What follows belongs to an exercise in optimizing a design on an open flow for small area, a short achievable clock period and few clock cycles; a production flow would make more cautious choices. RTL that was checked went through simulation tests only; none was proved equivalent to the original. For runs 1, 2 and 5 to 7, only the layout was checked, not whether the RTL still works. Power is estimated from default activity; no workload was simulated.

==> design/flow/design.v <==
package cic_decim_pkg;
  typedef enum logic [0:0] {
    ErrUpstream = 1'b0,
    ErrSequence = 1'b1
  } cic_err_bit_e;
  function automatic integer cic_growth(input integer rate, input integer m, input integer n);
    reg [127:0] prod;
    integer     i, b;
    begin
      prod = 128'd1;
      for (i = 0; i < n; i = i + 1) prod = prod * rate * m;
      cic_growth = 0;
      for (b = 0; b < 128; b = b + 1) if ((128'd1 << b) < prod) cic_growth = b + 1;
    end
  endfunction
  function automatic integer cic_ch_w(input integer channels);
    cic_ch_w = (channels > 1) ? $clog2(channels) : 1;
  endfunction
  localparam int unsigned DefW    = 16 + cic_growth(125, 1, 4);
  localparam int unsigned DefChW  = cic_ch_w(2);
endpackage
module cic_comb_chain #(
  parameter int unsigned W          = 44,
  parameter int unsigned STAGES     = 4,
  parameter int unsigned DIFF_DELAY = 1
) (
  input  logic [W-1:0]                           x,
  input  logic [STAGES*DIFF_DELAY-1:0][W-1:0]    dly,
  output logic [W-1:0]                           y,
  output logic [STAGES*DIFF_DELAY-1:0][W-1:0]    dly_next
);
  always_comb begin
    logic [W-1:0] stage_in;
    stage_in = x;
    for (int s = 0; s < STAGES; s++) begin
      dly_next[s*DIFF_DELAY] = stage_in;
      for (int j = 1; j < DIFF_DELAY; j++) dly_next[s*DIFF_DELAY+j] = dly[s*DIFF_DELAY+j-1];
      stage_in = stage_in - dly[s*DIFF_DELAY+DIFF_DELAY-1];
    end
    y = stage_in;
  end
endmodule
module cic_decim #(
  parameter int unsigned IN_W       = 16,
  parameter int unsigned OUT_W      = 16,
  parameter int unsigned STAGES     = 4,
  parameter int unsigned RATE       = 125,
  parameter int unsigned DIFF_DELAY = 1,
  parameter int unsigned CHANNELS   = 2,
  parameter int unsigned CH_W       = cic_decim_pkg::cic_ch_w(CHANNELS)
) (
  input  logic             clk,
  input  logic             reset_n,
  input  logic [IN_W-1:0]  in_data,
  input  logic [CH_W-1:0]  in_channel,
  input  logic             in_valid,
  output logic             in_ready,
  input  logic [1:0]       in_error,
  input  logic             in_startofpacket,
  input  logic             in_endofpacket,
  output logic [OUT_W-1:0] out_data,
  output logic [CH_W-1:0]  out_channel,
  output logic             out_valid,
  input  logic             out_ready,
  output logic [1:0]       out_error,
  output logic             out_startofpacket,
  output logic             out_endofpacket
);
  localparam int unsigned W    = IN_W + cic_decim_pkg::cic_growth(RATE, DIFF_DELAY, STAGES);
  localparam int unsigned PH_W = $clog2(RATE);
  logic unused_eop;
  assign unused_eop = in_endofpacket;
  logic [1:0]      rst_sh;       
  logic [2:0]      clr_cnt;      
  logic [2:0]      rpos;         
  logic            in_ready_q;
  logic            iv;           
  logic            go_q;         
  logic            cons_q;       
  logic            isd_q;        
  logic            exp_ch;
  logic [1:0][PH_W-1:0] ph;
  logic [1:0][1:0] err;
  logic [1:0]      pend;         
  logic            older;        
  logic            st1, st2;     
  logic            msel;         
  logic            p2, dmp;      
  logic            dz;           
  logic            out_valid_q;
  logic [IN_W-1:0] id;
  logic            che, sok, algn;
  logic [1:0]      ierr;
  logic [W-1:0]    s0_a, s0_b, s0_c, s0_d, s0_w;
  logic [W-1:0]    s1_a, s1_b, s1_c, s1_d, s1_w;
  logic [5:0][W-1:0] dr;         
  logic [W-1:0]    acc;
  logic [1:0][1:0] res_err;
  logic [OUT_W-1:0] out_data_q;
  logic            out_ch_q, out_sop_q;
  logic [1:0]      out_err_q;
  logic clr_int, clr_dly, hd;
  assign clr_int = rst_sh[1];
  assign clr_dly = (clr_cnt != 3'd6);
  assign hd      = rpos[0];
  logic start, proc_c, order_ok;
  assign proc_c   = (rpos >= 3'd3);
  assign order_ok = !pend[~proc_c] || (older == proc_c);
  assign start    = (rpos == 3'd0 || rpos == 3'd3) && pend[proc_c] && order_ok && !out_valid_q;
  logic exp_ch_n, ld, iv_n, che_in, che_n, sok_n, algn_n, blkc_n, go_n, cons_n;
  logic [1:0] pend_n, ph124_n, blk_n;
  logic [1:0][PH_W-1:0] ph_n;
  always_comb begin
    exp_ch_n = go_q ? ~che : exp_ch;
    ph_n = ph;
    if (go_q) ph_n[che] = isd_q ? '0 : ph[che] + PH_W'(1);
    pend_n = pend;
    if (start) pend_n[proc_c] = 1'b0;
    if (dz) pend_n[hd] = 1'b1;
    for (int c = 0; c < 2; c++) begin
      ph124_n[c] = (ph_n[c] == PH_W'(RATE - 1));
      blk_n[c]   = pend_n[c] && ph124_n[c];
    end
  end
  assign ld     = !iv || cons_q;           
  assign iv_n   = ld ? in_valid : iv;
  assign che_in = in_startofpacket ? 1'b0 : in_channel;
  assign che_n  = ld ? che_in : che;
  assign sok_n  = ld ? (in_startofpacket || (in_channel == exp_ch_n)) : sok;
  assign algn_n = ld ? (che_in != hd) : !algn;
  assign blkc_n = blk_n[che_n];
  assign go_n   = iv_n && sok_n && algn_n && !blkc_n;
  assign cons_n = iv_n && (!sok_n || (algn_n && !blkc_n));
  logic [W-1:0] xg, ag, bg, cg, a_new, b_new, c_new, d_new;
  assign xg = go_q ? {{(W-IN_W){id[IN_W-1]}}, id} : '0;
  assign ag = go_q ? s0_a : '0;
  assign bg = p2 ? s1_b : '0;
  assign cg = p2 ? s1_c : '0;
  assign a_new = s0_a + xg;
  assign b_new = s0_b + ag + xg;
  assign c_new = s1_c + bg;
  assign d_new = s1_d + cg + bg;
  logic [W-1:0] m, diff;
  assign m    = msel ? acc : s0_w;
  assign diff = m - dr[0];
  always_ff @(posedge clk or negedge reset_n) begin
    if (!reset_n) begin
      rst_sh      <= 2'b11;
      clr_cnt     <= '0;
      rpos        <= '0;
      in_ready_q  <= 1'b1;
      iv          <= 1'b0;
      go_q        <= 1'b0;
      cons_q      <= 1'b0;
      isd_q       <= 1'b0;
      exp_ch      <= 1'b0;
      ph          <= '0;
      err         <= '0;
      pend        <= '0;
      older       <= 1'b0;
      st1         <= 1'b0;
      st2         <= 1'b0;
      msel        <= 1'b0;
      p2          <= 1'b0;
      dmp         <= 1'b0;
      dz          <= 1'b0;
      out_valid_q <= 1'b0;
    end else begin
      rst_sh     <= {rst_sh[0], 1'b0};
      if (clr_cnt != 3'd6) clr_cnt <= clr_cnt + 3'd1;
      rpos       <= (rpos == 3'd5) ? 3'd0 : rpos + 3'd1;
      iv         <= iv_n;
      in_ready_q <= !iv_n || cons_n;
      go_q       <= go_n;
      cons_q     <= cons_n;
      isd_q      <= go_n && ph124_n[che_n];
      exp_ch     <= exp_ch_n;
      ph         <= ph_n;
      pend       <= pend_n;
      if (dz) older <= (pend[~hd] && !(start && proc_c == ~hd)) ? ~hd : hd;
      if (go_q) begin
        err[che] <= isd_q ? 2'b00 : (err[che] | ierr);
      end else if (cons_q) begin
        err[exp_ch][1] <= 1'b1;
      end
      p2   <= go_q;
      dmp  <= isd_q;
      dz   <= dmp;
      st1  <= start;
      st2  <= st1;
      msel <= start || st1;
      if (st2) out_valid_q <= 1'b1;
      else if (out_ready) out_valid_q <= 1'b0;
    end
  end
  always_ff @(posedge clk) begin
    if (ld) begin
      id   <= in_data;
      ierr <= in_error;
    end
    che  <= che_n;
    sok  <= sok_n;
    algn <= algn_n;
    if (isd_q) res_err[che] <= err[che] | ierr;
    s1_a <= a_new;
    s1_b <= b_new;
    s1_c <= clr_int ? '0 : s0_c;
    s1_d <= (dz || clr_int) ? '0 : s0_d;
    s1_w <= dz ? s0_d : s0_w;
    s0_a <= clr_int ? '0 : s1_a;
    s0_b <= clr_int ? '0 : s1_b;
    s0_c <= c_new;
    s0_d <= d_new;
    s0_w <= s1_w;
    for (int i = 0; i < 5; i++) dr[i] <= dr[i+1];
    dr[5] <= (start || msel) ? m : (clr_dly ? '0 : dr[0]);
    acc   <= diff;
    if (st2) begin
      out_data_q <= diff[W-1 -: OUT_W];
      out_ch_q   <= proc_c;
      out_sop_q  <= !proc_c;
      out_err_q  <= res_err[proc_c];
    end
  end
  assign in_ready          = in_ready_q;
  assign out_valid         = out_valid_q;
  assign out_data          = out_data_q;
  assign out_channel       = out_ch_q;
  assign out_error         = out_err_q;
  assign out_startofpacket = out_sop_q;
  assign out_endofpacket   = out_ch_q;
endmodule
==> design/flow/flow/run.sh <==
#!/bin/bash
# Layout flow: the standard layout (standard.sh, ORFS from synthesis to the final layout)
# with one change: the buffers that ORFS puts on every input and output port are buf_2 cells
# (ORFS otherwise picks its own, slow buffer cell for them).
# make's full output (every tool it runs) goes to flow.log in the work folder; ORFS keeps each
# step's own log under orfs/logs/.
set -euo pipefail
export BUFFER_PORTS_ARGS="-buffer_cell sky130_fd_sc_hd__buf_2"
bash standard.sh > flow.log 2>&1
==> design/flow/standard.sh <==
#!/bin/bash
# synth_recipe.tcl (not shown) runs the flow's synth.tcl, then flattens the netlist and writes it again
# the make line also repeats each setting of config.mk as NAME=value (left out here)
make -C /OpenROAD-flow-scripts/flow DESIGN_CONFIG=/design/flow/config.mk WORK_HOME=/design/flow/orfs CLKGATE_MAP_FILE= SYNTH_SCRIPT=/design/flow/synth_recipe.tcl "${@:-finish}"
==> design/flow/config.mk <==
export PLATFORM = sky130hd
export DESIGN_NAME = cic_decim
export DESIGN_NICKNAME = cic_decim
export VERILOG_FILES = /design/flow/design.v
export SDC_FILE = /design/flow/constraint.sdc
export NUM_CORES = 4
export LEC_CHECK = 0
export CAP_MARGIN = 20
export CORE_MARGIN = 2
export CORE_UTILIZATION = 40
export CTS_BUF_LIST = sky130_fd_sc_hd__clkbuf_16
export CTS_CLUSTER_DIAMETER = 60
export CTS_CLUSTER_SIZE = 22
export SLEW_MARGIN = 20
==> design/flow/constraint.sdc <==
create_clock -name core_clock -period 18.0 [get_ports {clk}]
set_input_delay 3.6000 -clock core_clock [delete_from_list [all_inputs] [get_ports {clk}]]
set_output_delay 3.6000 -clock core_clock [all_outputs]
set_load 0.01 [all_outputs]
==> flow_metrics.env, run 1 <==
export IMPL_multiInputGateArea_um2=18200
export IMPL_grt_met1_usage_pct=22.2
export IMPL_min_period_over_period_pct=27.8
export IMPL_use_met3_pct=2.11
export IMPL_postLayoutCellArea_um2=40200
export IMPL_die_x_um=306
export IMPL_clock_path_buffers=3
export IMPL_setup_worst_path_end="s1_b[41]"
export IMPL_reg2reg_from="go_q"
export IMPL_htreeDepth=3
export IMPL_relSlewSlack_pct=36.8
export IMPL_power_total_w=0.00516
export IMPL_grtUsageMet2_pct=23.0
export IMPL_ant_nets=0
export IMPL_ys_ff_latch=835
export IMPL_syn_nets=3874
export IMPL_netlist_area_leader_share_pct=41.1
export IMPL_finalClockSkew_ns=0.0428
export IMPL_vdd_drop_max_mv=0.0616
export IMPL_cts_hold_buf=0
export IMPL_startpoint="go_q"
export IMPL_path_cells="buf_4, and2_1, xor2_1, ha_1, ha_1, inv_1, fa_1, nor2b_1, o31a_1, o31a_1, o21ai_0, nand3b_1, a21o_1, a221oi_1, o41ai_1, a21oi_1, xnor2_1"
export IMPL_arrival_ns=5.56
export IMPL_netlist_top_cells_area="dfxtp_1 (41%), ha_1 (7.6%), xnor2_1 (4.1%), fa_1 (3.8%), edfxtp_1 (3.4%)"
export IMPL_crit_cells=17
export IMPL_synthDistinctLibCells=95
export IMPL_numCtsBuffers=68
export IMPL_crit_buf_inv=2
export IMPL_yosysTopAreaCell="dfxtp_1"
export IMPL_first_pass_iters=5
export IMPL_drv_cap=0
export IMPL_placed_area_um2=37800
export IMPL_synth_edf_count=42
export IMPL_area_growth_pct=9.93
export IMPL_yosysSeqAreaShare_pct=47.4
export IMPL_path_class="flop to flop"
export IMPL_ys_warn_count=1
export IMPL_rsz0062_at_grt="no"
export IMPL_critPathMaxStageDelay_ns=0.64
export IMPL_hold_viol=0
export IMPL_wl_um=70800
export IMPL_vias=23856
export IMPL_worstPathMaxFanout=88
export IMPL_slew_violations=0
export IMPL_whs_path_depth=0
export IMPL_drive_above_1_share_pct=8.99
export IMPL_finalNetCount=3856
export IMPL_reg2reg_depth=17
export IMPL_routed_via_density=5.00
export IMPL_grt_use_total_pct=15.1
export IMPL_holdCritPathClass="flop to flop"
export IMPL_grt_pass1_vias=23336
export IMPL_netlist_area_um2=36600
export IMPL_drc=0
export IMPL_cts_resized=0
export IMPL_clkTransAtPathRegs_ns=0.08
export IMPL_status="no timing/DRC/antenna violations"
export IMPL_min_from="dr[160]"
export IMPL_setup_violations=0
export IMPL_antenna_found_initial=0
export IMPL_rows=110
export IMPL_cts_tree="built"
export IMPL_io_pin_count=48
export IMPL_cp_top_family="compound AO/OA/AOI/OAI gates"
export IMPL_synth_ff_type="dfxtp_1"
export IMPL_fin_util_pct=44.5
export IMPL_postSynth_asyncResetShare_pct=5.03
export IMPL_cts_setup_buffers=0
export IMPL_min_period_ns=5.01
export IMPL_antenna_cells=0
export IMPL_p_leak_nw=18.1
export IMPL_cts_root_buf="clkbuf_16"
export IMPL_worstSetupStartpointType="flop"
export IMPL_max_slew_worst_pin_slew_ns=0.948
export IMPL_grt_overflow_total=0
export IMPL_ff2ff_setup_slack_ns=12.99
export IMPL_cp_required_ns=18.55
export IMPL_mostFrequentLayoutCell="dfxtp_1"
export IMPL_holdWs_ns=0.307
export IMPL_clock_latency_ns=0.64
export IMPL_rr_endpoint="s1_b[41]"
export IMPL_top_usage_layer="met2"
export IMPL_start_util_pct=40.5
export IMPL_io_buffer_count=46
export IMPL_gp_congestion=0.890
export IMPL_wl_per_cell_um=14.8
export IMPL_final_cell_mix="dfxtp_1 (751), ha_1 (221), a21oi_1 (216)"
export IMPL_cp_slowest_cell="buf_4"
export IMPL_first_iter_violations=1145
export IMPL_dieArea_um2=93900
export IMPL_core_area_um2=90300
export IMPL_setup_worst_path_end_class="flop"
export IMPL_tns_ns=0
export IMPL_fmax_ghz=0.199
export IMPL_dp_hpwl_um=50700
export IMPL_syn_avg_cell_area_um2=10.3
export IMPL_synth_cells=3559
export IMPL_grt_max_degree=89
export IMPL_seq_area_um2=17400
export IMPL_fp_dieH_um=306
export IMPL_grt_pass1_wl_um=119000
export IMPL_clkSinkCount=835
export IMPL_p_per_area_nw_per_um2=128
export IMPL_fillers=8578
[kinds of logic after synthesis]
logic type	count (synthesis)	share of synthesized area, %
other	1	0.0103
buffers and inverters	277	2.97
muxes	95	2.90
adders and majority gates	293	11.4
xor gates and xnor gates	247	5.92
AOI/OAI and AO/OA	858	15.4
DFF	835	47.4
and+or+nand+nor	953	13.9
[worst register-to-register path, delay by kind of cell, from the launching register on]
family	cells	cell delay (ns)
simple gates	3	0.56
buf+inv	2	0.71
fa+ha+maj	3	0.66
xor+xnor	2	0.31
compound gates	7	2.22
flops	1	0.50
[Yosys cell counts, types with 42 or more instances]
cell type and n:
a21o_1 131, a21oi_1 216, and2_1 183, clkbuf_1 113, dfxtp_1 751, edfxtp_1 42, fa_1 69, ha_1 221
inv_1 129, mux2_2 88, nand2_1 201, nand3_1 97, nor2_1 130, nor2b_1 167, o21ai_0 195, xnor2_1 172
xor2_1 75
[through the flow]
stage	cells	setup slack [ns]
CTS	4768	12.96
floorplan	3559	12.10
global route	4770	12.53
finish	4770	12.99
global placement	4645	12.66
detailed placement	4645	12.65
[routing by layer]
metal | vias to the layer above | wire [um] | share of wire [%]
met5 | - | 0 | 0
met4 | 0 | 1610 | 2.3
met3 | 109 | 2400 | 3.4
met2 | 337 | 29900 | 42
met1 | 11006 | 36900 | 52
li1 | 12404 | - | -
[where the power goes]
group / switching (W) / internal, W
registers: 0.000204 / 0.00214
clock network: 0.000753 / 0.000811
logic: 0.000718 / 0.000530
total: 0.00168 / 0.00348
[flip-flops by register name, summed over array words and instances (netlist names), 3 cells and up, named ones only]
signal,flops
acc,44
clr_cnt,3
dr,264
id,16
out_data_q,16
ph,14
rpos,3
s0_a,44
s0_b,44
s0_c,44
s0_d,44
s0_w,44
s1_a,44
s1_b,44
s1_c,44
s1_d,44
s1_w,44
[layout make-up]
class / count / share of cell area [%]
multi-input combinational: 2447 / 45.2
inverter: 130 / 1.21
sequential: 835 / 43.2
clock inverter: 53 / 1.55
clock buffer: 70 / 4.36
timing repair buffer: 59 / 0.878
tap: 1176 / 3.66
[worst min-delay path by stage]
stage / to / slack (ns)
floorplan: dr[0] / 0.31
global placement: dr[21] / 0.31
detailed placement: dr[119] / 0.31
CTS: dr[116] / 0.31
global route: dr[181] / 0.32
finish: dr[116] / 0.31
==> inputs of run 2 (changes only) <==
--- a/design/flow/design.v
+++ b/design/flow/design.v
@@ -131,15 +131,12 @@
   assign blkc_n = blk_n[che_n];
   assign go_n   = iv_n && sok_n && algn_n && !blkc_n;
   assign cons_n = iv_n && (!sok_n || (algn_n && !blkc_n));
-  logic [W-1:0] xg, ag, bg, cg, a_new, b_new, c_new, d_new;
-  assign xg = go_q ? {{(W-IN_W){id[IN_W-1]}}, id} : '0;
-  assign ag = go_q ? s0_a : '0;
-  assign bg = p2 ? s1_b : '0;
-  assign cg = p2 ? s1_c : '0;
-  assign a_new = s0_a + xg;
-  assign b_new = s0_b + ag + xg;
-  assign c_new = s1_c + bg;
-  assign d_new = s1_d + cg + bg;
+  logic [W-1:0] x, a_new, b_new, c_new, d_new;
+  assign x     = {{(W-IN_W){id[IN_W-1]}}, id};
+  assign a_new = go_q ? s0_a + x : s0_a;
+  assign b_new = go_q ? s0_b + s0_a + x : s0_b;
+  assign c_new = p2 ? s1_c + s1_b : s1_c;
+  assign d_new = p2 ? s1_d + s1_c + s1_b : s1_d;
   logic [W-1:0] m, diff;
   assign m    = msel ? acc : s0_w;
   assign diff = m - dr[0];
==> flow_metrics.env, run 2 <==
export IMPL_status="no timing/DRC/antenna violations"
export IMPL_yosysMostFrequentCell="dfxtp_1"
export IMPL_setup_violations=0
export IMPL_ys_top_cells_by_count="dfxtp_1 (751), mux2_2 (223), a21oi_1 (221), ha_1 (217), nand2_1 (215)"
export IMPL_start_util_pct=40.5
export IMPL_grt_pass1_wl_um=118000
export IMPL_cts_hold_buf=0
export IMPL_grt_overflow_total=0
export IMPL_critPathMaxStageDelay_ns=0.51
export IMPL_antenna_cells=0
export IMPL_fmax_ghz=0.200
export IMPL_grt_use_total_pct=15.1
export IMPL_area_growth_pct=9.52
export IMPL_synth_cells=3429
export IMPL_drc=0
export IMPL_top_register="dr"
export IMPL_crit_buf_inv=2
export IMPL_fp_dieH_um=306
export IMPL_comb_power_share_pct=34.9
export IMPL_p_sw_w=0.00207
export IMPL_netlist_top_cells_area="dfxtp_1 (41%), ha_1 (7.4%), mux2_2 (6.9%), fa_1 (5.0%), edfxtp_1 (3.5%)"
export IMPL_postSynth_asyncResetShare_pct=5.03
export IMPL_path_cells="buf_4, buf_4, mux2_2, ha_1, a21o_1, a31oi_1, a31oi_1, a31oi_1, o2111a_1, o211ai_1, a41o_1, a221o_1, a21oi_1, xnor2_1"
export IMPL_grt_pass1_vias=22937
export IMPL_clock_latency_ns=0.64
export IMPL_rows=110
export IMPL_cts_root_buf="clkbuf_16"
export IMPL_cpMostUsedCell="a31oi_1"
export IMPL_min_period_over_period_pct=27.7
export IMPL_path_class="flop to flop"
export IMPL_ant_nets=0
export IMPL_yosysTopAreaCell="dfxtp_1"
export IMPL_first_iter_violations=1416
export IMPL_clkTransAtPathRegs_ns=0.08
export IMPL_antenna_found_initial=0
export IMPL_holdCritPathClass="flop to flop"
export IMPL_setup_worst_path_end_class="flop"
export IMPL_cp_required_ns=18.37
export IMPL_hold_viol=0
export IMPL_power_frac_seq_pct=40.7
export IMPL_drv_cap=0
export IMPL_p_clk_share_pct=24.3
export IMPL_cp_top_family="compound AO/OA/AOI/OAI gates"
export IMPL_mostFrequentLayoutCell="dfxtp_1"
export IMPL_largest_reg_flops=264
export IMPL_yosysSeqAreaShare_pct=47.6
export IMPL_cts_resized=0
export IMPL_io_buffer_count=46
export IMPL_grt_max_degree=73
export IMPL_ys_ff_latch=835
export IMPL_htreeDepth=2
export IMPL_clock_path_buffers=3
export IMPL_min_period_ns=4.99
export IMPL_p_leak_nw=17.6
export IMPL_netlist_area_leader_share_pct=41.2
export IMPL_gp_congestion=0.882
export IMPL_slew_violations=0
export IMPL_io_pin_count=48
export IMPL_rsz0062_at_grt="no"
export IMPL_netlist_area_um2=36500
export IMPL_worstSetupStartpointType="flop"
export IMPL_synth_edf_count=42
export IMPL_p_per_area_nw_per_um2=146
export IMPL_arrival_ns=5.36
export IMPL_synthDistinctLibCells=92
export IMPL_dieArea_um2=93600
export IMPL_dp_hpwl_um=50400
export IMPL_first_pass_iters=5
export IMPL_vias=23498
export IMPL_cts_setup_buffers=0
export IMPL_worstPathMaxFanout=45
export IMPL_synth_ff_type="dfxtp_1"
export IMPL_syn_nets=3762
export IMPL_cp_slowest_cell="buf_4"
export IMPL_tns_ns=0
export IMPL_core_area_um2=90100
export IMPL_drive_above_1_share_pct=12.3
export IMPL_wl_um=70200
export IMPL_wl_per_cell_um=15.1
export IMPL_p_int_w=0.00378
export IMPL_routed_via_density=5.06
export IMPL_netSwitchingFraction_pct=35.4
export IMPL_finalNetCount=3762
export IMPL_syn_avg_cell_area_um2=10.6
export IMPL_relSlewSlack_pct=32.7
export IMPL_clkSinkCount=835
export IMPL_cts_tree="built"
export IMPL_die_x_um=306
export IMPL_max_slew_worst_pin_slew_ns=1.01
export IMPL_numCtsBuffers=60
export IMPL_finalClockSkew_ns=0.0253
export IMPL_vdd_drop_max_mv=0.0877
export IMPL_fin_util_pct=44.3
export IMPL_ys_warn_count=1
export IMPL_final_cell_mix="dfxtp_1 (751), mux2_2 (223), a21oi_1 (221)"
-- run 2: layer usage --
layer	routed length, um	global-route usage (%)	vias to the layer above
met5	0	0	-
met4	970	2.85	0
met3	2210	2.08	71
met2	33100	25.7	241
li1	-	-	12033
met1	33900	20.5	11153
-- run 2: final cells by class --
class / instances / area [um^2]
Multi-Input combinational cell: 2349 / 18200
Fill cell: 8512 / 50200
Timing Repair Buffer: 59 / 348
Tap cell: 1176 / 1470
Inverter: 124 / 465
Clock buffer: 62 / 1550
Sequential cell: 835 / 17400
Clock inverter: 42 / 531
-- run 2: logic make-up (layout without fill, tap and decap cells) --
kind of cell	count (synthesis)	after routing	share of synthesized area, %
xor gates and xnor gates	194	194	4.66
adders and majority gates	308	308	12.4
and+or+nand+nor	818	818	11.4
DFF	835	835	47.6
buffers and inverters	245	287	2.56
muxes	236	236	7.26
other	1	1	0.0103
AOI/OAI and AO/OA	792	792	14.1
-- run 2: worst register-to-register path: stages (launching register included) --
cell and delay [ns]:
dfrtp_2 0.34, buf_4 0.45, buf_4 0.51, mux2_2 0.45, ha_1 0.35, a21o_1 0.20
a31oi_1 0.20, a31oi_1 0.21, a31oi_1 0.51, o2111a_1 0.35, o211ai_1 0.19, a41o_1 0.33
a221o_1 0.31, a21oi_1 0.19, xnor2_1 0.14
-- run 2: power groups by stage --
stage	Sequential, W	Clock [W]	Combinational [W]
after floorplan	0.00232	0	0.00169
after global placement	0.00243	0	0.00201
after detailed placement	0.00244	0	0.00204
after CTS	0.00240	0.00148	0.00205
after global routing	0.00243	0.00154	0.00231
final	0.00238	0.00142	0.00204
-- run 2: stage by stage --
step / std cells / setup WS [ns] / instance area, um^2 / hold slack, ns / total power, W
floorplan: 3429 / 12.99 / 36500 / 0.310 / 0.00401
global placement: 4542 / 12.76 / 37800 / 0.310 / 0.00445
detailed placement: 4542 / 12.77 / 37800 / 0.312 / 0.00447
CTS: 4646 / 13.03 / 39900 / 0.317 / 0.00592
global route: 4647 / 12.67 / 39900 / 0.322 / 0.00628
finish: 4647 / 13.01 / 39900 / 0.314 / 0.00584
-- run 2: worst paths after layout --
kind,from,endpoint,slack (ns),cells after the start
max,msel,out_data_q[15],13.01,14
min,dr[260],dr[216],0.31,0
max reg2reg,msel,out_data_q[15],13.01,14
min reg2reg,dr[260],dr[216],0.31,0
max in group asynchronous,reset_n,go_q,14.51,2
min in group asynchronous,reset_n,clr_cnt[2],3.03,2
==> inputs of run 3 (changes only) <==
--- a/design/flow/design.v
+++ b/design/flow/design.v
@@ -71,8 +71,8 @@
   logic unused_eop;
   assign unused_eop = in_endofpacket;
   logic [1:0]      rst_sh;       
-  logic [2:0]      clr_cnt;      
-  logic [2:0]      rpos;         
+  logic            clr_dly;      
+  logic [6:0]      pos;          
   logic            in_ready_q;
   logic            iv;           
   logic            go_q;         
@@ -83,8 +83,9 @@
   logic [1:0][1:0] err;
   logic [1:0]      pend;         
   logic            older;        
-  logic            st1, st2;     
-  logic            msel;         
+  logic            act;          
+  logic            pch;          
+  logic [3:1]      br;           
   logic            p2, dmp;      
   logic            dz;           
   logic            out_valid_q;
@@ -93,20 +94,24 @@
   logic [1:0]      ierr;
   logic [W-1:0]    s0_a, s0_b, s0_c, s0_d, s0_w;
   logic [W-1:0]    s1_a, s1_b, s1_c, s1_d, s1_w;
-  logic [5:0][W-1:0] dr;         
-  logic [W-1:0]    acc;
+  logic [2:0][91:0] dr;          
   logic [1:0][1:0] res_err;
   logic [OUT_W-1:0] out_data_q;
   logic            out_ch_q, out_sop_q;
   logic [1:0]      out_err_q;
-  logic clr_int, clr_dly, hd;
+  logic clr_int, hd;
+  logic [6:0] kb;                
+  logic       cch;               
   assign clr_int = rst_sh[1];
-  assign clr_dly = (clr_cnt != 3'd6);
-  assign hd      = rpos[0];
-  logic start, proc_c, order_ok;
-  assign proc_c   = (rpos >= 3'd3);
-  assign order_ok = !pend[~proc_c] || (older == proc_c);
-  assign start    = (rpos == 3'd0 || rpos == 3'd3) && pend[proc_c] && order_ok && !out_valid_q;
+  assign hd      = pos[0];
+  assign kb      = cch ? pos - 7'd46 : pos;
+  logic start, sch, order_ok, step, last;
+  assign sch      = (pos == 7'd46);    
+  assign order_ok = !pend[~sch] || (older == sch);
+  assign start    = !act && (pos == 7'd0 || pos == 7'd46) && pend[sch] && order_ok && !out_valid_q;
+  assign step     = start || act;
+  assign cch      = act ? pch : sch;
+  assign last     = act && (kb == 7'(W - 1));
   logic exp_ch_n, ld, iv_n, che_in, che_n, sok_n, algn_n, blkc_n, go_n, cons_n;
   logic [1:0] pend_n, ph124_n, blk_n;
   logic [1:0][PH_W-1:0] ph_n;
@@ -115,7 +120,7 @@
     ph_n = ph;
     if (go_q) ph_n[che] = isd_q ? '0 : ph[che] + PH_W'(1);
     pend_n = pend;
-    if (start) pend_n[proc_c] = 1'b0;
+    if (last) pend_n[pch] = 1'b0;
     if (dz) pend_n[hd] = 1'b1;
     for (int c = 0; c < 2; c++) begin
       ph124_n[c] = (ph_n[c] == PH_W'(RATE - 1));
@@ -131,20 +136,29 @@
   assign blkc_n = blk_n[che_n];
   assign go_n   = iv_n && sok_n && algn_n && !blkc_n;
   assign cons_n = iv_n && (!sok_n || (algn_n && !blkc_n));
-  logic [W-1:0] x, a_new, b_new, c_new, d_new;
-  assign x     = {{(W-IN_W){id[IN_W-1]}}, id};
-  assign a_new = go_q ? s0_a + x : s0_a;
-  assign b_new = go_q ? s0_b + s0_a + x : s0_b;
-  assign c_new = p2 ? s1_c + s1_b : s1_c;
-  assign d_new = p2 ? s1_d + s1_c + s1_b : s1_d;
-  logic [W-1:0] m, diff;
-  assign m    = msel ? acc : s0_w;
-  assign diff = m - dr[0];
+  logic [W-1:0] xg, ag, bg, cg, a_new, b_new, c_new, d_new;
+  assign xg = go_q ? {{(W-IN_W){id[IN_W-1]}}, id} : '0;
+  assign ag = go_q ? s0_a : '0;
+  assign bg = p2 ? s1_b : '0;
+  assign cg = p2 ? s1_c : '0;
+  assign a_new = s0_a + xg;
+  assign b_new = s0_b + ag + xg;
+  assign c_new = s1_c + bg;
+  assign d_new = s1_d + cg + bg;
+  logic [3:0] y;                 
+  logic [3:1] br_n;
+  always_comb begin
+    y[0] = (hd == cch) ? s0_w[kb[5:0]] : s1_w[kb[5:0]];
+    for (int i = 1; i <= 3; i++) begin
+      y[i]    = y[i-1] ^ dr[i-1][0] ^ br[i];
+      br_n[i] = (!y[i-1] && (dr[i-1][0] || br[i])) || (dr[i-1][0] && br[i]);
+    end
+  end
   always_ff @(posedge clk or negedge reset_n) begin
     if (!reset_n) begin
       rst_sh      <= 2'b11;
-      clr_cnt     <= '0;
-      rpos        <= '0;
+      clr_dly     <= 1'b1;
+      pos         <= '0;
       in_ready_q  <= 1'b1;
       iv          <= 1'b0;
       go_q        <= 1'b0;
@@ -155,17 +169,17 @@
       err         <= '0;
       pend        <= '0;
       older       <= 1'b0;
-      st1         <= 1'b0;
-      st2         <= 1'b0;
-      msel        <= 1'b0;
+      act         <= 1'b0;
+      pch         <= 1'b0;
+      br          <= '0;
       p2          <= 1'b0;
       dmp         <= 1'b0;
       dz          <= 1'b0;
       out_valid_q <= 1'b0;
     end else begin
       rst_sh     <= {rst_sh[0], 1'b0};
-      if (clr_cnt != 3'd6) clr_cnt <= clr_cnt + 3'd1;
-      rpos       <= (rpos == 3'd5) ? 3'd0 : rpos + 3'd1;
+      if (pos == 7'd91) clr_dly <= 1'b0;
+      pos        <= (pos == 7'd91) ? 7'd0 : pos + 7'd1;
       iv         <= iv_n;
       in_ready_q <= !iv_n || cons_n;
       go_q       <= go_n;
@@ -174,7 +188,7 @@
       exp_ch     <= exp_ch_n;
       ph         <= ph_n;
       pend       <= pend_n;
-      if (dz) older <= (pend[~hd] && !(start && proc_c == ~hd)) ? ~hd : hd;
+      if (dz) older <= (pend[~hd] && !(last && pch == ~hd)) ? ~hd : hd;
       if (go_q) begin
         err[che] <= isd_q ? 2'b00 : (err[che] | ierr);
       end else if (cons_q) begin
@@ -183,10 +197,14 @@
       p2   <= go_q;
       dmp  <= isd_q;
       dz   <= dmp;
-      st1  <= start;
-      st2  <= st1;
-      msel <= start || st1;
-      if (st2) out_valid_q <= 1'b1;
+      if (start) begin
+        act <= 1'b1;
+        pch <= sch;
+      end else if (last) begin
+        act <= 1'b0;
+      end
+      if (step) br <= last ? '0 : br_n;
+      if (last) out_valid_q <= 1'b1;
       else if (out_ready) out_valid_q <= 1'b0;
     end
   end
@@ -209,14 +227,14 @@
     s0_c <= c_new;
     s0_d <= d_new;
     s0_w <= s1_w;
-    for (int i = 0; i < 5; i++) dr[i] <= dr[i+1];
-    dr[5] <= (start || msel) ? m : (clr_dly ? '0 : dr[0]);
-    acc   <= diff;
-    if (st2) begin
-      out_data_q <= diff[W-1 -: OUT_W];
-      out_ch_q   <= proc_c;
-      out_sop_q  <= !proc_c;
-      out_err_q  <= res_err[proc_c];
+    for (int i = 0; i < 3; i++) begin
+      dr[i] <= {(step ? y[i] : (dr[i][0] && !clr_dly)), dr[i][91:1]};
+    end
+    if (step && kb >= 7'(W - OUT_W)) out_data_q <= {y[3], out_data_q[OUT_W-1:1]};
+    if (last) begin
+      out_ch_q   <= pch;
+      out_sop_q  <= !pch;
+      out_err_q  <= res_err[pch];
     end
   end
   assign in_ready          = in_ready_q;
--- a/design/flow/config.mk
+++ b/design/flow/config.mk
@@ -7,7 +7,7 @@
 export LEC_CHECK = 0
 export CAP_MARGIN = 20
 export CORE_MARGIN = 2
-export CORE_UTILIZATION = 40
+export CORE_UTILIZATION = 60
 export CTS_BUF_LIST = sky130_fd_sc_hd__clkbuf_16
 export CTS_CLUSTER_DIAMETER = 60
 export CTS_CLUSTER_SIZE = 22
==> flow_metrics.env, run 3 <==
export IMPL_clkSinkCount=807
export IMPL_min_period_over_period_pct=28.6
export IMPL_multiInputGateArea_um2=14800
export IMPL_ant_nets=0
export IMPL_clkTransAtPathRegs_ns=0.09
export IMPL_drive_above_1_share_pct=8.36
export IMPL_dp_hpwl_um=40300
export IMPL_netlist_area_leader_share_pct=44.7
export IMPL_gp_congestion=0.910
export IMPL_synth_cells=2847
export IMPL_worstSetupStartpointType="flop"
export IMPL_final_cell_mix="dfxtp_1 (719), and2_1 (191), ha_1 (174)"
export IMPL_grt_use_total_pct=20.8
export IMPL_grt_max_degree=99
export IMPL_setup_violations=0
export IMPL_ys_ff_latch=807
export IMPL_synth_edf_count=42
export IMPL_mostFrequentLayoutCell="dfxtp_1"
export IMPL_area_growth_pct=7.96
export IMPL_synth_ff_type="dfxtp_1"
export IMPL_netlist_area_um2=32200
export IMPL_cts_hold_buf=0
export IMPL_tns_ns=0
export IMPL_wl_um=56800
export IMPL_start_util_pct=61.0
export IMPL_cts_tree="built"
export IMPL_io_buffer_count=46
export IMPL_grt_pass1_vias=19142
export IMPL_first_iter_violations=1294
export IMPL_antenna_found_initial=0
export IMPL_fp_dieH_um=236
export IMPL_worstPathMaxFanout=88
export IMPL_holdWs_ns=0.324
export IMPL_yosysSeqAreaShare_pct=52.2
export IMPL_syn_avg_cell_area_um2=11.3
export IMPL_top_register="dr"
export IMPL_first_pass_iters=5
export IMPL_relSlewSlack_pct=40.3
export IMPL_syn_nets=3139
export IMPL_seq_area_um2=16800
export IMPL_largest_reg_flops=276
export IMPL_path_class="flop to flop"
export IMPL_clock_path_buffers=3
export IMPL_vias=19507
export IMPL_wl_per_cell_um=15.8
export IMPL_netlist_top_cells_area="dfxtp_1 (45%), ha_1 (6.8%), fa_1 (5.8%), edfxtp_1 (3.9%), and2_1 (3.7%)"
export IMPL_fin_util_pct=65.8
export IMPL_fmax_ghz=0.194
export IMPL_drv_cap=0
export IMPL_postSynth_asyncResetShare_pct=5.70
export IMPL_numCtsBuffers=52
export IMPL_grt_overflow_total=0
export IMPL_clock_latency_ns=0.62
export IMPL_routed_via_density=5.41
export IMPL_vdd_drop_max_mv=0.0793
export IMPL_p_leak_nw=15.5
export IMPL_slew_violations=0
export IMPL_die_x_um=236
export IMPL_io_pin_count=48
export IMPL_status="no timing/DRC/antenna violations"
export IMPL_p_per_area_nw_per_um2=140
export IMPL_htreeDepth=2
export IMPL_rows=84
export IMPL_drc=0
export IMPL_yosysTopAreaCell="dfxtp_1"
export IMPL_max_slew_worst_pin_slew_ns=0.895
export IMPL_ys_warn_count=1
export IMPL_dieArea_um2=55600
export IMPL_antenna_cells=0
export IMPL_cts_resized=0
export IMPL_rsz0062_at_grt="no"
export IMPL_fillers=4137
export IMPL_yosysMostFrequentCell="dfxtp_1"
export IMPL_finalClockSkew_ns=0.0227
export IMPL_grt_pass1_wl_um=95500
export IMPL_min_period_ns=5.15
export IMPL_setup_worst_path_end_class="flop"
export IMPL_synthDistinctLibCells=85
export IMPL_core_area_um2=52900
export IMPL_hold_viol=0
export IMPL_cts_root_buf="clkbuf_16"
export IMPL_arrival_ns=5.65
export IMPL_finalNetCount=3171
export IMPL_ys_top_cells_by_count="dfxtp_1 (719), and2_1 (191), ha_1 (174), nor2b_1 (169), a21oi_1 (146)"
export IMPL_cts_setup_buffers=0
export IMPL_cp_required_ns=18.50
export IMPL_holdCritPathClass="flop to flop"
run 3: changes by cell type in the layout (fill, tap and decap cells not counted), sizes merged, moves of 19 or more:
cell,change
mux2,-172
and2,+135
nand2,-91
a21oi,-77
o21ai,-71
ha,-43
a21o,-42
nand3,-41
xnor2,-37
inv,-34
dfxtp,-32
o21bai,-29
mux4,+27
a31oi,-19
run 3: power by group:
group          switching [W]  total [W]  internal [W]
Clock               0.000627    0.00120      0.000573
Combinational       0.000817    0.00143      0.000615
Sequential          0.000142    0.00223       0.00209
Total                0.00159    0.00486       0.00328
run 3: cells by family after synthesis:
group,after synthesis,synth area share [%]
compound gates,555,11.4
xor+xnor,150,4.08
fa+ha+maj,267,12.5
buf+inv,163,1.95
flops,807,52.2
mux,91,4.11
other cells,1,0.0116
simple gates,813,13.8
run 3: path summary, 6_finish.rpt:
path	cells after the start	endpoint	from	slack (ns)
max	16	s0_d[39]	p2	12.85
min	0	dr[170]	dr[171]	0.32
max reg2reg	16	s0_d[39]	p2	12.85
min reg2reg	0	dr[170]	dr[171]	0.32
max in group asynchronous	1	dz	reset_n	14.57
min in group asynchronous	1	pos[5]	reset_n	2.97
run 3: per-layer routing:
metal  share of wire [%]  wire length [um]  global-route usage, %
met3                 2.9              1670                   2.68
met4                 2.2              1260                   5.50
met1                  51             29200                   30.6
met2                  43             24700                   32.4
met5                   0                 0                      0
run 3: worst max-delay path, stage by stage, from the launching register on:
cell and delay (ns):
dfrtp_2 0.35, buf_4 0.53, nand2_1 0.20, inv_1 0.17
fa_1 0.43, ha_1 0.26, fa_1 0.43, a211oi_1 0.32
o21a_1 0.27, nand4bb_1 0.19, a31oi_1 0.16, a311oi_1 0.60
o211ai_1 0.19, and4_1 0.23, nor3_1 0.35, o21ai_0 0.16
xnor2_1 0.14
run 3: per-stage QoR:
stage	setup slack [ns]	area [um^2]	total power (W)	cells
3_3_place_gp	12.63	33100	0.00365	3512
4_1_cts	12.82	34800	0.00490	3604
2_1_floorplan	12.58	32200	0.00337	2847
6_report	12.85	34800	0.00486	3605
5_1_grt	12.42	34800	0.00519	3605
3_5_place_dp	12.63	33100	0.00369	3512
run 3: layout make-up:
class,count,share of cell area (%)
timing repair buffer,57,0.953
inverter,84,0.906
tap,688,2.47
clock buffer,53,3.81
clock inverter,39,0.974
multi-input combinational,1877,42.6
sequential,807,48.3
Testbench counts of run 3, summed over its fixed seeds: cycles 80,944.
==> inputs of run 4 (changes only) <==
--- a/design/flow/flow/run.sh
+++ b/design/flow/flow/run.sh
@@ -6,4 +6,5 @@
 # step's own log under orfs/logs/.
 set -euo pipefail
 export BUFFER_PORTS_ARGS="-buffer_cell sky130_fd_sc_hd__buf_2"
+export SETUP_SLACK_MARGIN=13.4
 bash standard.sh > flow.log 2>&1
==> flow_metrics.env, run 4 <==
export IMPL_fillers=4094
export IMPL_core_area_um2=52900
export IMPL_start_util_pct=61.0
export IMPL_grt_use_total_pct=21.7
export IMPL_top_register="dr"
export IMPL_vdd_drop_max_mv=0.0862
export IMPL_numCtsBuffers=52
export IMPL_die_x_um=236
export IMPL_rows=84
export IMPL_finalClockSkew_ns=0.0333
export IMPL_netlist_area_leader_share_pct=44.7
export IMPL_min_period_over_period_pct=26.9
export IMPL_syn_nets=3139
export IMPL_synth_ff_type="dfxtp_1"
export IMPL_cts_hold_buf=0
export IMPL_synthDistinctLibCells=85
export IMPL_fmax_ghz=0.207
export IMPL_syn_avg_cell_area_um2=11.3
export IMPL_cp_required_ns=14.40
export IMPL_setup_worst_path_end_class="primary output"
export IMPL_grt_pass1_wl_um=99700
export IMPL_power_total_w=0.00491
export IMPL_area_growth_pct=9.80
export IMPL_tns_ns=0
export IMPL_routed_via_density=5.44
export IMPL_final_cell_mix="dfxtp_1 (719), and2_1 (191), ha_1 (171)"
export IMPL_fin_util_pct=67.0
export IMPL_hold_viol=0
export IMPL_htreeDepth=2
export IMPL_crit_buf_inv=1
export IMPL_gp_congestion=0.896
export IMPL_finalWorstSetupSlack_ns=13.16
export IMPL_first_pass_iters=5
export IMPL_cp_slowest_cell="dfstp_2"
export IMPL_clock_path_buffers=3
export IMPL_drv_cap=0
export IMPL_yosysSeqAreaShare_pct=52.2
export IMPL_seq_area_um2=16800
export IMPL_path_class="flop to primary output"
export IMPL_worstPathMaxFanout=1
export IMPL_cts_root_buf="clkbuf_16"
export IMPL_p_per_area_nw_per_um2=139
export IMPL_grt_pass1_vias=19850
export IMPL_ys_warn_count=1
export IMPL_antenna_found_initial=1
export IMPL_setup_violations=0
export IMPL_ys_top_cells_by_count="dfxtp_1 (719), and2_1 (191), ha_1 (174), nor2b_1 (169), a21oi_1 (146)"
export IMPL_arrival_ns=1.24
export IMPL_cp_top_family="flip-flops"
export IMPL_wl_um=59600
export IMPL_finalNetCount=3215
export IMPL_worstSetupStartpointType="flop"
export IMPL_cts_tree="built"
export IMPL_rsz0062_at_grt="yes"
export IMPL_clkTransAtPathRegs_ns=0.09
export IMPL_drive_above_1_share_pct=10.9
export IMPL_wl_met3_um=1940
export IMPL_drc=0
export IMPL_slew_violations=0
export IMPL_vias=19840
export IMPL_fp_dieH_um=236
export IMPL_largest_reg_flops=276
export IMPL_clkSinkCount=807
export IMPL_holdCritPathClass="flop to flop"
export IMPL_p_leak_nw=15.8
export IMPL_min_period_ns=4.84
export IMPL_synth_edf_count=42
export IMPL_clock_latency_ns=0.62
export IMPL_grt_max_degree=89
export IMPL_yosysTopAreaCell="dfxtp_1"
export IMPL_yosysMostFrequentCell="dfxtp_1"
export IMPL_status="no timing/DRC/antenna violations"
export IMPL_critPathMaxStageDelay_ns=0.53
export IMPL_routed_top_layer="met4"
export IMPL_ant_nets=0
export IMPL_grt_overflow_total=0
export IMPL_mostFrequentLayoutCell="dfxtp_1"
export IMPL_ys_ff_latch=807
export IMPL_relSlewSlack_pct=28.1
export IMPL_antenna_cells=0
export IMPL_synth_cells=2847
export IMPL_path_cells="buf_6"
export IMPL_io_buffer_count=46
export IMPL_postSynth_asyncResetShare_pct=5.70
export IMPL_netlist_top_cells_area="dfxtp_1 (45%), ha_1 (6.8%), fa_1 (5.8%), edfxtp_1 (3.9%), and2_1 (3.7%)"
export IMPL_netlist_area_um2=32200
export IMPL_wl_per_cell_um=16.3
export IMPL_m1WireLength_um=30200
export IMPL_max_slew_worst_pin_slew_ns=1.08
export IMPL_first_iter_violations=1212
export IMPL_dp_hpwl_um=41100
export IMPL_wl_met2_um=26100
export IMPL_io_pin_count=48
export IMPL_dieArea_um2=55600
export IMPL_multiInputGateArea_um2=15000
export IMPL_post_place_ws_ns=12.34
run 4: layout make-up:
type | instances | share of cell area (%)
clock buffers | 53 | 3.75
clock inverters | 40 | 0.880
inverters | 84 | 0.908
multi-input cells | 1877 | 42.4
flip-flops and latches | 807 | 47.5
well taps | 688 | 2.43
repair buffers | 100 | 2.10
repair inverters | 1 | 0.0141
run 4: repair_timing:
item	CTS	global route
setup buffers	30	12
setup endpoints to repair	66	50
resized for setup	24	22
cloned	1	1
pin swaps	6	8
run 4: report_power, final:
part	switching, W	leakage [nW]	internal, W	total [W]
logic	0.000848	8.07	0.000642	0.00149
clock network	0.000628	0.856	0.000558	0.00119
registers	0.000141	6.83	0.00209	0.00223
total	0.00162	15.8	0.00329	0.00491
run 4: layer usage:
metal	vias to the layer above	track usage, %
met1	9363	31.6
met3	101	2.62
met2	317	34.2
met4	0	6.47
met5	-	0
li1	10059	-
run 4: worst paths after layout:
check / start / endpoint / slack (ns) / cells past startpoint
min: dr[180] / dr[179] / 0.33 / 0
max reg2reg: pos[1] / br[3] / 13.55 / 15
min reg2reg: dr[180] / dr[179] / 0.33 / 0
max in group asynchronous: reset_n / pos[0] / 14.54 / 1
max: in_ready_q / in_ready / 13.16 / 1
min in group asynchronous: reset_n / br[1] / 2.98 / 1
run 4: metrics by stage:
stage / std cells / cell area (um^2) / hold slack, ns
after floorplan: 2847 / 32300 / 0.310
after global placement: 3513 / 33200 / 0.310
after detailed placement: 3513 / 33200 / 0.312
after CTS: 3637 / 35200 / 0.328
after global routing: 3650 / 35400 / 0.327
final: 3650 / 35400 / 0.325
run 4: cells by family after synthesis:
| family | share of synthesized area [%] |
|---|---|
| AOI/OAI and AO/OA | 11.4 |
| xor gates and xnor gates | 4.08 |
| adders and majority gates | 12.5 |
| buffers and inverters | 1.95 |
| DFF | 52.2 |
| muxes | 4.11 |
| other | 0.0116 |
| and+or+nand+nor | 13.8 |
==> inputs of run 5 (changes only) <==
--- a/design/flow/design.v
+++ b/design/flow/design.v
@@ -159,7 +159,6 @@
       rst_sh      <= 2'b11;
       clr_dly     <= 1'b1;
       pos         <= '0;
-      in_ready_q  <= 1'b1;
       iv          <= 1'b0;
       go_q        <= 1'b0;
       cons_q      <= 1'b0;
@@ -181,7 +180,6 @@
       if (pos == 7'd91) clr_dly <= 1'b0;
       pos        <= (pos == 7'd91) ? 7'd0 : pos + 7'd1;
       iv         <= iv_n;
-      in_ready_q <= !iv_n || cons_n;
       go_q       <= go_n;
       cons_q     <= cons_n;
       isd_q      <= go_n && ph124_n[che_n];
@@ -209,6 +207,7 @@
     end
   end
   always_ff @(posedge clk) begin
+    in_ready_q <= !iv_n || cons_n;
     if (ld) begin
       id   <= in_data;
       ierr <= in_error;
--- a/design/flow/flow/run.sh
+++ b/design/flow/flow/run.sh
@@ -6,5 +6,5 @@
 # step's own log under orfs/logs/.
 set -euo pipefail
 export BUFFER_PORTS_ARGS="-buffer_cell sky130_fd_sc_hd__buf_2"
-export SETUP_SLACK_MARGIN=13.4
+export SETUP_SLACK_MARGIN=13.25
 bash standard.sh > flow.log 2>&1
==> flow_metrics.env, run 5 <==
export IMPL_status="no timing/DRC/antenna violations"
export IMPL_grt_pass1_vias=19820
export IMPL_ys_warn_count=1
export IMPL_worstPathMaxFanout=2
export IMPL_netlist_area_um2=32200
export IMPL_clock_latency_ns=0.63
export IMPL_fillers=4066
export IMPL_syn_nets=3139
export IMPL_area_growth_pct=9.75
export IMPL_clkSinkCount=807
export IMPL_start_util_pct=61.0
export IMPL_final_cell_mix="dfxtp_1 (720), and2_1 (191), ha_1 (174)"
export IMPL_die_x_um=236
export IMPL_cp_slowest_cell="edfxtp_1"
export IMPL_yosysMostFrequentCell="dfxtp_1"
export IMPL_ant_nets=0
export IMPL_yosysTopAreaCell="dfxtp_1"
export IMPL_clkTransAtPathRegs_ns=0.08
export IMPL_critPathMaxStageDelay_ns=0.41
export IMPL_antenna_found_initial=0
export IMPL_wl_um=59700
export IMPL_hold_viol=0
export IMPL_fmax_ghz=0.209
export IMPL_setup_violations=0
export IMPL_instances_no_fill=3649
export IMPL_first_pass_iters=5
export IMPL_antenna_cells=0
export IMPL_dp_hpwl_um=40900
export IMPL_holdCritPathClass="flop to flop"
export IMPL_cts_tree="built"
export IMPL_routed_via_density=5.47
export IMPL_place_inst=3513
export IMPL_cp_top_family="flip-flops"
export IMPL_vias=19949
export IMPL_synth_ff_type="dfxtp_1"
export IMPL_synthDistinctLibCells=85
export IMPL_grt_max_degree=89
export IMPL_first_iter_violations=1244
export IMPL_slew_violations=0
export IMPL_top_register="dr"
export IMPL_grt_pass1_wl_um=99900
export IMPL_yosysSeqAreaShare_pct=52.1
export IMPL_worstSetupStartpointType="flop"
export IMPL_drc=0
export IMPL_setup_worst_path_end_class="primary output"
export IMPL_drv_cap=0
export IMPL_p_per_area_nw_per_um2=140
export IMPL_cts_root_buf="clkbuf_16"
export IMPL_cp_required_ns=14.40
export IMPL_mostFrequentLayoutCell="dfxtp_1"
export IMPL_ys_ff_latch=807
export IMPL_numCtsBuffers=52
export IMPL_synth_cells=2847
export IMPL_io_buffer_count=46
export IMPL_htreeDepth=2
export IMPL_io_pin_count=48
export IMPL_finalNetCount=3217
export IMPL_max_slew_worst_pin_slew_ns=0.861
export IMPL_grt_overflow_total=0
export IMPL_postLayoutCellArea_um2=35400
export IMPL_wl_per_cell_um=16.4
export IMPL_tns_ns=0
export IMPL_ys_top_cells_by_count="dfxtp_1 (720), and2_1 (191), ha_1 (174), nor2b_1 (169), a21oi_1 (146)"
export IMPL_largest_reg_flops=276
export IMPL_min_period_ns=4.79
export IMPL_crit_buf_inv=1
export IMPL_gp_congestion=0.924
export IMPL_dieArea_um2=55600
export IMPL_clock_path_buffers=3
export IMPL_fin_util_pct=66.9
export IMPL_p_leak_nw=15.8
export IMPL_fp_dieH_um=236
export IMPL_netlist_area_leader_share_pct=44.7
export IMPL_min_period_over_period_pct=26.6
export IMPL_vdd_drop_max_mv=0.0851
export IMPL_synth_edf_count=42
export IMPL_core_area_um2=52900
export IMPL_syn_avg_cell_area_um2=11.3
export IMPL_rows=84
export IMPL_path_class="flop to primary output"
export IMPL_path_cells="buf_2"
export IMPL_placed_area_um2=33100
export IMPL_drive_above_1_share_pct=10.6
export IMPL_arrival_ns=1.19
export IMPL_postSynth_asyncResetShare_pct=5.58
export IMPL_rsz0062_at_grt="yes"
export IMPL_relSlewSlack_pct=41.1
export IMPL_finalClockSkew_ns=0.0272
export IMPL_netlist_top_cells_area="dfxtp_1 (45%), ha_1 (6.8%), fa_1 (5.8%), edfxtp_1 (3.9%), and2_1 (3.7%)"
export IMPL_grt_use_total_pct=21.8
-- run 5: cell families (layout without fill, tap and decap cells) --
family / count (synthesis) / count (layout) / share of synthesized area, %
AOI/OAI and AO/OA: 555 / 555 / 11.4
xor gates and xnor gates: 150 / 150 / 4.08
adders and majority gates: 267 / 267 / 12.5
buffers and inverters: 163 / 277 / 1.95
DFF: 807 / 807 / 52.1
muxes: 91 / 91 / 4.12
other: 1 / 1 / 0.0116
and+or+nand+nor: 813 / 813 / 13.8
-- run 5: per-stage QoR --
step	setup WS (ns)	hold WS, ns	power [W]
after floorplan	12.96	0.310	0.00337
after global placement	12.33	0.310	0.00365
after detailed placement	12.33	0.312	0.00370
after CTS	13.17	0.326	0.00496
after global routing	13.14	0.332	0.00527
final	13.21	0.324	0.00494
-- run 5: final cells by class --
cell class	instances	area [um^2]	area share, %
Sequential cell	807	16800	47.6
Multi-Input combinational cell	1877	14900	42.2
Clock buffer	57	1430	4.03
Tap cell	688	861	2.43
Timing Repair Buffer	103	727	2.06
Inverter	84	322	0.909
Clock inverter	33	299	0.845
-- run 5: worst register-to-register path, delay by kind of cell, from the launching register on --
family	cells	cell delay (ns)
AOI/OAI and AO/OA	7	2.11
and+or+nand+nor	4	0.92
adders and majority gates	2	0.86
DFF	1	0.50
buffers and inverters	1	0.19
-- run 5: path summary, 6_finish.rpt --
path / startpoint / to / slack (ns) / cells after the start
setup / recovery: out_data_q[5] / out_data[5] / 13.21 / 1
hold / removal: dr[9] / dr[8] / 0.32 / 0
setup reg to reg: p2 / s0_d[42] / 13.36 / 14
hold reg to reg: dr[9] / dr[8] / 0.32 / 0
max in group asynchronous: reset_n / go_q / 14.56 / 1
min in group asynchronous: reset_n / br[2] / 2.98 / 1
-- run 5: where the power goes --
group          internal, W  switching [W]
Combinational     0.000633       0.000841
Sequential         0.00209       0.000149
Clock             0.000604       0.000627
-- run 5: metal layers --
metal	routed length (um)	track usage (%)	up-vias	part of all wire, %
met3	1730	2.43	100	2.9
li1	-	-	10059	-
met1	30500	31.9	9460	51
met2	26100	34.1	330	44
met5	0	0	-	0
met4	1420	6.58	0	2.4
-- run 5: what timing repair did --
action / in CTS / in global routing
hold buffers: 0 / 0
resized for setup: 22 / 13
buffers inserted: 15 / 30
cloned: 0 / 1
setup endpoints to repair: 57 / 38
pin swaps: 0 / 4
==> inputs of run 6 (changes only) <==
--- a/design/flow/config.mk
+++ b/design/flow/config.mk
@@ -10,5 +10,5 @@
 export CORE_UTILIZATION = 60
 export CTS_BUF_LIST = sky130_fd_sc_hd__clkbuf_16
 export CTS_CLUSTER_DIAMETER = 60
-export CTS_CLUSTER_SIZE = 22
+export CTS_CLUSTER_SIZE = 30
 export SLEW_MARGIN = 20
==> flow_metrics.env, run 6 <==
export IMPL_antenna_found_initial=0
export IMPL_io_pin_count=48
export IMPL_min_period_ns=4.77
export IMPL_clock_path_buffers=3
export IMPL_min_period_over_period_pct=26.5
export IMPL_wl_um=59700
export IMPL_largest_reg_flops=276
export IMPL_p_leak_nw=15.8
export IMPL_path_class="flop to primary output"
export IMPL_cts_root_buf="clkbuf_16"
export IMPL_synthDistinctLibCells=85
export IMPL_core_area_um2=52900
export IMPL_grt_max_degree=89
export IMPL_die_x_um=236
export IMPL_clkSinkCount=807
export IMPL_multiInputGateArea_um2=14900
export IMPL_drv_cap=0
export IMPL_finalClockSkew_ns=0.0362
export IMPL_grt_pass1_vias=19757
export IMPL_worstSetupStartpointType="flop"
export IMPL_fp_dieH_um=236
export IMPL_setup_worst_path_end_class="primary output"
export IMPL_vias=19947
export IMPL_drive_above_1_share_pct=10.8
export IMPL_rows=84
export IMPL_first_iter_violations=1232
export IMPL_ys_warn_count=1
export IMPL_drc=0
export IMPL_post_place_ws_ns=12.33
export IMPL_rsz0062_at_grt="yes"
export IMPL_synth_edf_count=42
export IMPL_routed_via_density=5.47
export IMPL_ys_ff_latch=807
export IMPL_tns_ns=0
export IMPL_synth_cells=2847
export IMPL_cp_required_ns=14.40
export IMPL_fmax_ghz=0.210
export IMPL_dieArea_um2=55600
export IMPL_netlist_area_um2=32200
export IMPL_postLayoutCellArea_um2=35400
export IMPL_wl_per_cell_um=16.4
export IMPL_mostFrequentLayoutCell="dfxtp_1"
export IMPL_grt_pass1_wl_um=99400
export IMPL_ys_top_cells_by_count="dfxtp_1 (720), and2_1 (191), ha_1 (174), nor2b_1 (169), a21oi_1 (146)"
export IMPL_final_cell_mix="dfxtp_1 (720), and2_1 (190), ha_1 (174)"
export IMPL_area_growth_pct=9.93
export IMPL_numCtsBuffers=48
export IMPL_yosysMostFrequentCell="dfxtp_1"
export IMPL_finalWorstSetupSlack_ns=13.24
export IMPL_htreeDepth=2
export IMPL_syn_avg_cell_area_um2=11.3
export IMPL_cp_slowest_cell="edfxtp_1"
export IMPL_fillers=4064
export IMPL_ant_nets=0
export IMPL_first_pass_iters=5
export IMPL_seq_area_um2=16800
export IMPL_syn_nets=3139
export IMPL_path_cells="buf_2"
export IMPL_holdCritPathClass="flop to flop"
export IMPL_max_slew_worst_pin_slew_ns=0.869
export IMPL_netlist_area_leader_share_pct=44.7
export IMPL_cts_tree="built"
export IMPL_slew_violations=0
export IMPL_finalNetCount=3214
export IMPL_setup_violations=0
export IMPL_synth_ff_type="dfxtp_1"
export IMPL_gp_congestion=0.924
export IMPL_vdd_drop_max_mv=0.0852
export IMPL_netlist_top_cells_area="dfxtp_1 (45%), ha_1 (6.8%), fa_1 (5.8%), edfxtp_1 (3.9%), and2_1 (3.7%)"
export IMPL_grt_overflow_total=0
export IMPL_grt_use_total_pct=21.7
export IMPL_start_util_pct=61.0
export IMPL_yosysTopAreaCell="dfxtp_1"
export IMPL_p_per_area_nw_per_um2=140
export IMPL_clock_latency_ns=0.62
export IMPL_dp_hpwl_um=40900
export IMPL_worstPathMaxFanout=2
export IMPL_placed_area_um2=33100
export IMPL_relSlewSlack_pct=40.6
export IMPL_clkTransAtPathRegs_ns=0.10
export IMPL_yosysSeqAreaShare_pct=52.1
export IMPL_critPathMaxStageDelay_ns=0.41
export IMPL_io_buffer_count=46
export IMPL_hold_viol=0
export IMPL_top_register="dr"
export IMPL_cp_top_family="flip-flops"
export IMPL_crit_buf_inv=1
export IMPL_status="no timing/DRC/antenna violations"
export IMPL_arrival_ns=1.17
export IMPL_postSynth_asyncResetShare_pct=5.58
==> run 6: cell counts after synthesis <==
Identical to the previous run, type by type.
==> run 6: power breakdown <==
| part | total (W) | switching (W) | internal, W |
|---|---|---|---|
| combinational | 0.00148 | 0.000843 | 0.000636 |
| clock | 0.00125 | 0.000652 | 0.000599 |
| sequential | 0.00224 | 0.000148 | 0.00209 |
| total | 0.00497 | 0.00164 | 0.00333 |
==> run 6: final timing paths <==
path	startpoint	endpoint	slack, ns	cells past startpoint
min	dr[33]	dr[32]	0.32	0
min reg2reg	dr[33]	dr[32]	0.32	0
max reg2reg	pos[1]	out_data_q[15]	13.41	12
min in group asynchronous	reset_n	br[2]	2.99	1
max	out_data_q[15]	out_data[15]	13.24	1
max in group asynchronous	reset_n	pos[1]	14.56	1
==> run 6: area by class of cell <==
cell class | instances | area share [%]
sequential | 807 | 47.5
multi-input combinational | 1877 | 42.1
clock buffer | 51 | 3.60
tap | 688 | 2.43
timing repair buffer | 104 | 2.14
clock inverter | 36 | 1.33
inverter | 84 | 0.908
antenna | 1 | 0.00706
==> run 6: metal layers <==
| layer | vias to the layer above | global-route usage (%) | wire length, um |
|---|---|---|---|
| met3 | 100 | 2.44 | 1840 |
| met1 | 9441 | 31.9 | 30400 |
| met4 | 0 | 6.29 | 1360 |
| met5 | - | 0 | 0 |
| met2 | 348 | 33.8 | 26100 |
| li1 | 10058 | - | - |
==> run 6: kinds of logic (layout without fill, tap and decap cells) <==
logic type	Yosys count	after routing	synth area share, %
flops	807	807	52.1
fa+ha+maj	267	267	12.5
xor+xnor	150	150	4.08
buf+inv	163	275	1.95
simple gates	813	813	13.8
mux	91	91	4.12
compound gates	555	555	11.4
other cells	1	2	0.0116
==> run 6: repair_timing <==
item                                    4_1_cts  5_1_grt
resized for setup                            21       15
hold buffers                                  0        0
setup buffers                                15       30
endpoints found under the hold margin         0        0
endpoints found under the setup margin       56       38
gates cloned                                  0        2
pin swaps                                     0        5
==> run 6: metrics by stage <==
stage | hold WS, ns | power (W) | instances | util, %
after detailed placement | 0.312 | 0.00370 | 3513 | 62.7
after floorplan | 0.310 | 0.00337 | 2847 | -
after global routing | 0.327 | 0.00530 | 3647 | 67.0
final | 0.322 | 0.00497 | 3648 | 67.0
after global placement | 0.310 | 0.00365 | 3513 | 62.7
after CTS | 0.324 | 0.00498 | 3615 | 66.4
==> inputs of run 7 (changes only) <==
--- a/design/flow/config.mk
+++ b/design/flow/config.mk
@@ -9,6 +9,6 @@
 export CORE_MARGIN = 2
 export CORE_UTILIZATION = 60
 export CTS_BUF_LIST = sky130_fd_sc_hd__clkbuf_16
-export CTS_CLUSTER_DIAMETER = 60
+export CTS_CLUSTER_DIAMETER = 90
 export CTS_CLUSTER_SIZE = 30
 export SLEW_MARGIN = 20
==> flow_metrics.env, run 7 <==
export IMPL_numCtsBuffers=36
export IMPL_io_buffer_count=46
export IMPL_first_iter_violations=1258
export IMPL_wl_per_cell_um=16.3
export IMPL_drv_cap=0
export IMPL_p_leak_nw=15.5
export IMPL_arrival_ns=1.18
export IMPL_cts_tree="built"
export IMPL_routed_via_density=5.48
export IMPL_postSynth_asyncResetShare_pct=5.58
export IMPL_synth_cells=2847
export IMPL_p_per_area_nw_per_um2=134
export IMPL_setup_worst_path_end_class="primary output"
export IMPL_drc=0
export IMPL_holdWs_ns=0.328
export IMPL_yosysSeqAreaShare_pct=52.1
export IMPL_worstPathMaxFanout=2
export IMPL_syn_avg_cell_area_um2=11.3
export IMPL_rr_endpoint="out_data_q[15]"
export IMPL_crit_buf_inv=1
export IMPL_cts_root_buf="clkbuf_16"
export IMPL_max_slew_worst_pin_slew_ns=0.905
export IMPL_final_cell_mix="dfxtp_1 (720), and2_1 (191), ha_1 (173)"
export IMPL_grt_pass1_vias=19555
export IMPL_setup_worst_path_end="out_data[4]"
export IMPL_clock_latency_ns=0.61
export IMPL_tns_ns=0
export IMPL_grt_pass1_wl_um=98500
export IMPL_netlist_area_um2=32200
export IMPL_yosysMostFrequentCell="dfxtp_1"
export IMPL_worstSetupStartpointType="flop"
export IMPL_gp_congestion=0.924
export IMPL_largest_reg_flops=276
export IMPL_grt_max_degree=89
export IMPL_grt_use_total_pct=21.5
export IMPL_fp_dieH_um=236
export IMPL_netlist_top_cells_area="dfxtp_1 (45%), ha_1 (6.8%), fa_1 (5.8%), edfxtp_1 (3.9%), and2_1 (3.7%)"
export IMPL_routed_top_layer="met4"
export IMPL_cp_required_ns=14.40
export IMPL_ys_warn_count=1
export IMPL_yosysTopAreaCell="dfxtp_1"
export IMPL_finalNetCount=3198
export IMPL_synth_edf_count=42
export IMPL_cp_slowest_cell="edfxtp_1"
export IMPL_top_register="dr"
export IMPL_ys_ff_latch=807
export IMPL_min_period_ns=4.78
export IMPL_clkSinkCount=807
export IMPL_seq_area_um2=16800
export IMPL_status="no timing/DRC/antenna violations"
export IMPL_area_growth_pct=7.84
export IMPL_first_pass_iters=5
export IMPL_reg2reg_from="pos[2]"
export IMPL_crit_cells=1
export IMPL_wl_met2_um=25700
export IMPL_fmax_ghz=0.209
export IMPL_setup_violations=0
export IMPL_finalClockSkew_ns=0.0321
export IMPL_cp_top_family="flip-flops"
export IMPL_grt_overflow_total=0
export IMPL_vdd_drop_max_mv=0.110
export IMPL_ant_nets=0
export IMPL_startpoint="out_data_q[4]"
export IMPL_die_x_um=236
export IMPL_rows=84
export IMPL_ys_top_cells_by_count="dfxtp_1 (720), and2_1 (191), ha_1 (174), nor2b_1 (169), a21oi_1 (146)"
export IMPL_antenna_cells=0
export IMPL_io_pin_count=48
export IMPL_holdCritPathClass="flop to flop"
export IMPL_relSlewSlack_pct=38.1
export IMPL_wl_met3_um=1650
export IMPL_path_cells="buf_2"
export IMPL_core_area_um2=52900
export IMPL_rsz0062_at_grt="yes"
export IMPL_vias=19805
export IMPL_dp_hpwl_um=40900
export IMPL_synthDistinctLibCells=85
export IMPL_hold_viol=0
export IMPL_reg2reg_depth=12
export IMPL_start_util_pct=61.0
export IMPL_min_period_over_period_pct=26.6
export IMPL_drive_above_1_share_pct=9.70
export IMPL_htreeDepth=2
export IMPL_synth_ff_type="dfxtp_1"
export IMPL_clkTransAtPathRegs_ns=0.12
export IMPL_path_class="flop to primary output"
export IMPL_power_total_w=0.00467
export IMPL_dieArea_um2=55600
export IMPL_clock_path_buffers=3
export IMPL_wl_um=58900
export IMPL_critPathMaxStageDelay_ns=0.43
export IMPL_m1WireLength_um=30200
export IMPL_syn_nets=3139
export IMPL_netlist_area_leader_share_pct=44.7
export IMPL_antenna_found_initial=0
export IMPL_mostFrequentLayoutCell="dfxtp_1"
export IMPL_slew_violations=0
export IMPL_ff2ff_setup_slack_ns=13.43
export IMPL_multiInputGateArea_um2=14900
export IMPL_fillers=4134
==> run 7: routing by layer <==
metal	track usage (%)	vias up
met5	0	-
met4	5.89	0
met3	2.16	91
met2	33.5	312
met1	32.0	9414
li1	-	9988
==> run 7: timing repair <==
action	CTS	global route
buffers inserted	14	28
hold buffers	0	0
endpoints found under the setup margin	58	38
cloned	0	1
gates resized for setup	21	16
pin swaps	0	5
==> run 7: worst min path at each step <==
stage | endpoint | depth (start not counted) | startpoint
final | dr[0] | 0 | dr[1]
after global routing | dr[33] | 0 | dr[34]
after CTS | dr[33] | 0 | dr[34]
after detailed placement | dr[274] | 0 | dr[275]
after global placement | dr[24] | 0 | dr[25]
after floorplan | dr[0] | 0 | dr[1]
==> run 7: area by class of cell <==
cell class	instances	share of cell area, %
tap	688	2.48
clock buffer	37	2.66
sequential	807	48.4
clock inverter	24	0.565
timing repair buffer	100	2.03
multi-input combinational	1877	42.9
inverter	84	0.925
==> run 7: stage by stage <==
| stage | util, % | setup slack (ns) | area [um^2] | cells |
|---|---|---|---|---|
| after floorplan | - | 12.96 | 32300 | 2847 |
| after global placement | 62.7 | 12.33 | 33100 | 3513 |
| after detailed placement | 62.7 | 12.33 | 33100 | 3513 |
| after CTS | 65.2 | 13.20 | 34400 | 3588 |
| after global routing | 65.7 | 13.15 | 34800 | 3617 |
| final | 65.7 | 13.22 | 34800 | 3617 |
==> run 7: cell families after synthesis <==
logic type	synth area share (%)
and+or+nand+nor	13.8
DFF	52.1
AOI/OAI and AO/OA	11.4
adders and majority gates	12.5
buffers and inverters	1.95
xor gates and xnor gates	4.08
muxes	4.12
other	0.0116
==> run 7: report_power, final <==
| part | leakage [nW] | internal (W) | switching (W) |
|---|---|---|---|
| logic | 8.06 | 0.000633 | 0.000841 |
| registers | 6.83 | 0.00209 | 0.000147 |
| clock network | 0.588 | 0.000397 | 0.000567 |

Setup slack of run 7, layout unchanged: 13.217 ns with ideal ports, 13.159 ns with driving cells assumed (clock clkbuf_16, inputs buf_2), 12.695 ns with port delays also shifted by the 0.649 ns mid clock arrival.
